What follows belongs to an exercise in optimizing a design on an open flow for small area; a production flow would make more cautious choices.
Only simulation tests tie the RTL to the original design; equivalence was not proved.

Setup of the baseline:
## cond_alu_shift_mult_branch_execute_unit
module cond_alu_shift_mult_branch_execute_unit (
  input  logic        clk_i,
  input  logic        rst_ni,
  input  logic        exe_valid_i,
  output logic        exe_ready_o,
  input  logic [1:0]  exe_func_i,
  input  logic [3:0]  exe_cond_i,
  input  logic [3:0]  exe_opcode_i,
  input  logic        exe_imm_operand_i,
  input  logic        exe_set_flags_i,
  input  logic [3:0]  exe_reg_n_i,
  input  logic [3:0]  exe_reg_d_i,
  input  logic [11:0] exe_operand2_i,
  input  logic        exe_accumulate_or_link_i,
  input  logic [23:0] exe_branch_offset_i,
  input  logic [31:0] exe_load_value_i,
  output logic        res_valid_o,
  input  logic        res_ready_i,
  output logic        res_executed_o,
  output logic        res_wrote_register_o,
  output logic [3:0]  res_dest_reg_o,
  output logic [31:0] res_result_o,
  output logic        res_flag_n_o,
  output logic        res_flag_z_o,
  output logic        res_flag_c_o,
  output logic        res_flag_v_o,
  output logic        res_flush_o
);
  localparam logic [1:0] PH_IDLE = 2'd0;
  localparam logic [1:0] PH_PRE  = 2'd1;
  localparam logic [1:0] PH_ALU  = 2'd2;
  logic [4:0]  c_q;
  logic [1:0]  ph_q;
  logic        clr_q;
  logic        rv_q;
  logic [3:0]  fl_q;       
  logic        last;
  logic        in_pre;
  logic        in_alu;
  assign last   = (c_q == 5'd31);
  assign in_pre = (ph_q == PH_PRE);
  ...
export LEC_CHECK = 0
export CAP_MARGIN = 20
export CORE_MARGIN = 2
export CORE_UTILIZATION = 70
export SLEW_MARGIN = 20
create_clock -name core_clock -period 20.0 [get_ports {clk_i}]
standard.sh (not shown) runs the stock make flow with config.mk's settings and CLKGATE_MAP_FILE= SYNTH_SCRIPT=/design/flow/synth_recipe.tcl, a recipe that flattens the netlist after the stock synthesis.
==> flow/flow/run.sh <==
#!/bin/bash
# Standard ORFS layout with three changes:
#  - synthesis maps the logic with flow/abc_area.script (through flow/my_synth.tcl,
#    which is synth_recipe.tcl plus an abc wrapper); registers are untouched
#  - the ports get buf_1 buffers
#  - CTS uses clkbuf_8 with small sink clusters and inserts no dummy loads
set -euo pipefail
export MY_ABC_SCRIPT=$PWD/flow/abc_area.script
bash standard.sh \
  "SYNTH_SCRIPT=$PWD/flow/my_synth.tcl" \
  'BUFFER_PORTS_ARGS=-buffer_cell sky130_fd_sc_hd__buf_1' \
  'CTS_ARGS=-sink_clustering_enable -repair_clock_nets -dont_use_dummy_load -buf_list sky130_fd_sc_hd__clkbuf_8 -sink_clustering_size 22 -sink_clustering_max_diameter 55' \
  finish > flow_make.log 2>&1
==> flow/flow/abc_area.script <==
strash
&get -n
&st
&syn2
&dch -f
&put
amap
topo
dnsize -c
==> flow/flow/my_synth.tcl <==
proc synth {args} { yosys synth -nofsm -noshare {*}$args }
# map the logic with the abc script named by MY_ABC_SCRIPT instead of ORFS's
proc abc {args} {
  set i [lsearch -exact $args -script]
  if { $i >= 0 && [info exists ::env(MY_ABC_SCRIPT)] } {
    lset args [expr {$i + 1}] $::env(MY_ABC_SCRIPT)
  }
  yosys abc {*}$args
}
source $::env(SCRIPTS_DIR)/synth.tcl
# left out here: clear keep_hierarchy, flatten, clean up, hide names made inside functions, write 1_2_yosys.v
## Diff of input files: the candidate against the baseline
diff --git a/flow/flow/run.sh b/flow/flow/run.sh
--- a/flow/flow/run.sh
+++ b/flow/flow/run.sh
@@ -10,4 +10,4 @@
   "SYNTH_SCRIPT=$PWD/flow/my_synth.tcl" \
   'BUFFER_PORTS_ARGS=-buffer_cell sky130_fd_sc_hd__buf_1' \
-  'CTS_ARGS=-sink_clustering_enable -repair_clock_nets -dont_use_dummy_load -buf_list sky130_fd_sc_hd__clkbuf_8 -sink_clustering_size 22 -sink_clustering_max_diameter 55' \
+  'CTS_ARGS=-sink_clustering_enable -repair_clock_nets -dont_use_dummy_load -buf_list sky130_fd_sc_hd__clkbuf_8 -sink_clustering_size 20 -sink_clustering_max_diameter 60' \
   finish > flow_make.log 2>&1
The clock-pin slew of the registers on the worst-case setup and hold paths on the candidate is in line with that on the baseline. Across the candidate and the baseline, the outcome is the same: a clean finish for every run. For the area growth from synthesis to layout, the candidate came in 0.17 points higher than the baseline did. In the metrics for the candidate and the baseline, the one carrying the higher worst endpoint data arrival time is the candidate. Looking at the candidate and the baseline, the fmax is a wash. | cell count | the baseline vs the candidate | ≈ equal |.

## port drivers added, routing unchanged
The flow's constraints put no driver on any port. The routed layouts listed below were extracted and timed again, unchanged, in two steps.
Step 1 sets driving cells, clkbuf_16 on the clock port and buf_2 on the other inputs (assumed; they add their load-dependent delay and slew).
Step 2 times the ports against the registers' clock, not the clock port: input delays grow and output delays shrink by t, the midpoint of the rising clock arrivals with the driver on.
a / b / c = ideal ports / drivers / drivers and shift; a / b = the first two.
run | t (ns) | setup slack, ns | worst register clock-pin slew, ns | worst slew at a driven data input, ns
the baseline | 0.574 | 0.826 / 0.792 / 0.218 | 0.12 / 0.12 | 0.08
the candidate | 0.569 | 0.814 / 0.782 / 0.214 | 0.12 / 0.12 | 0.07
After both steps every run listed still meets setup and hold. The setup slack of the baseline, which loses most, moves by -0.034 ns with the drivers and by -0.608 ns with both steps.
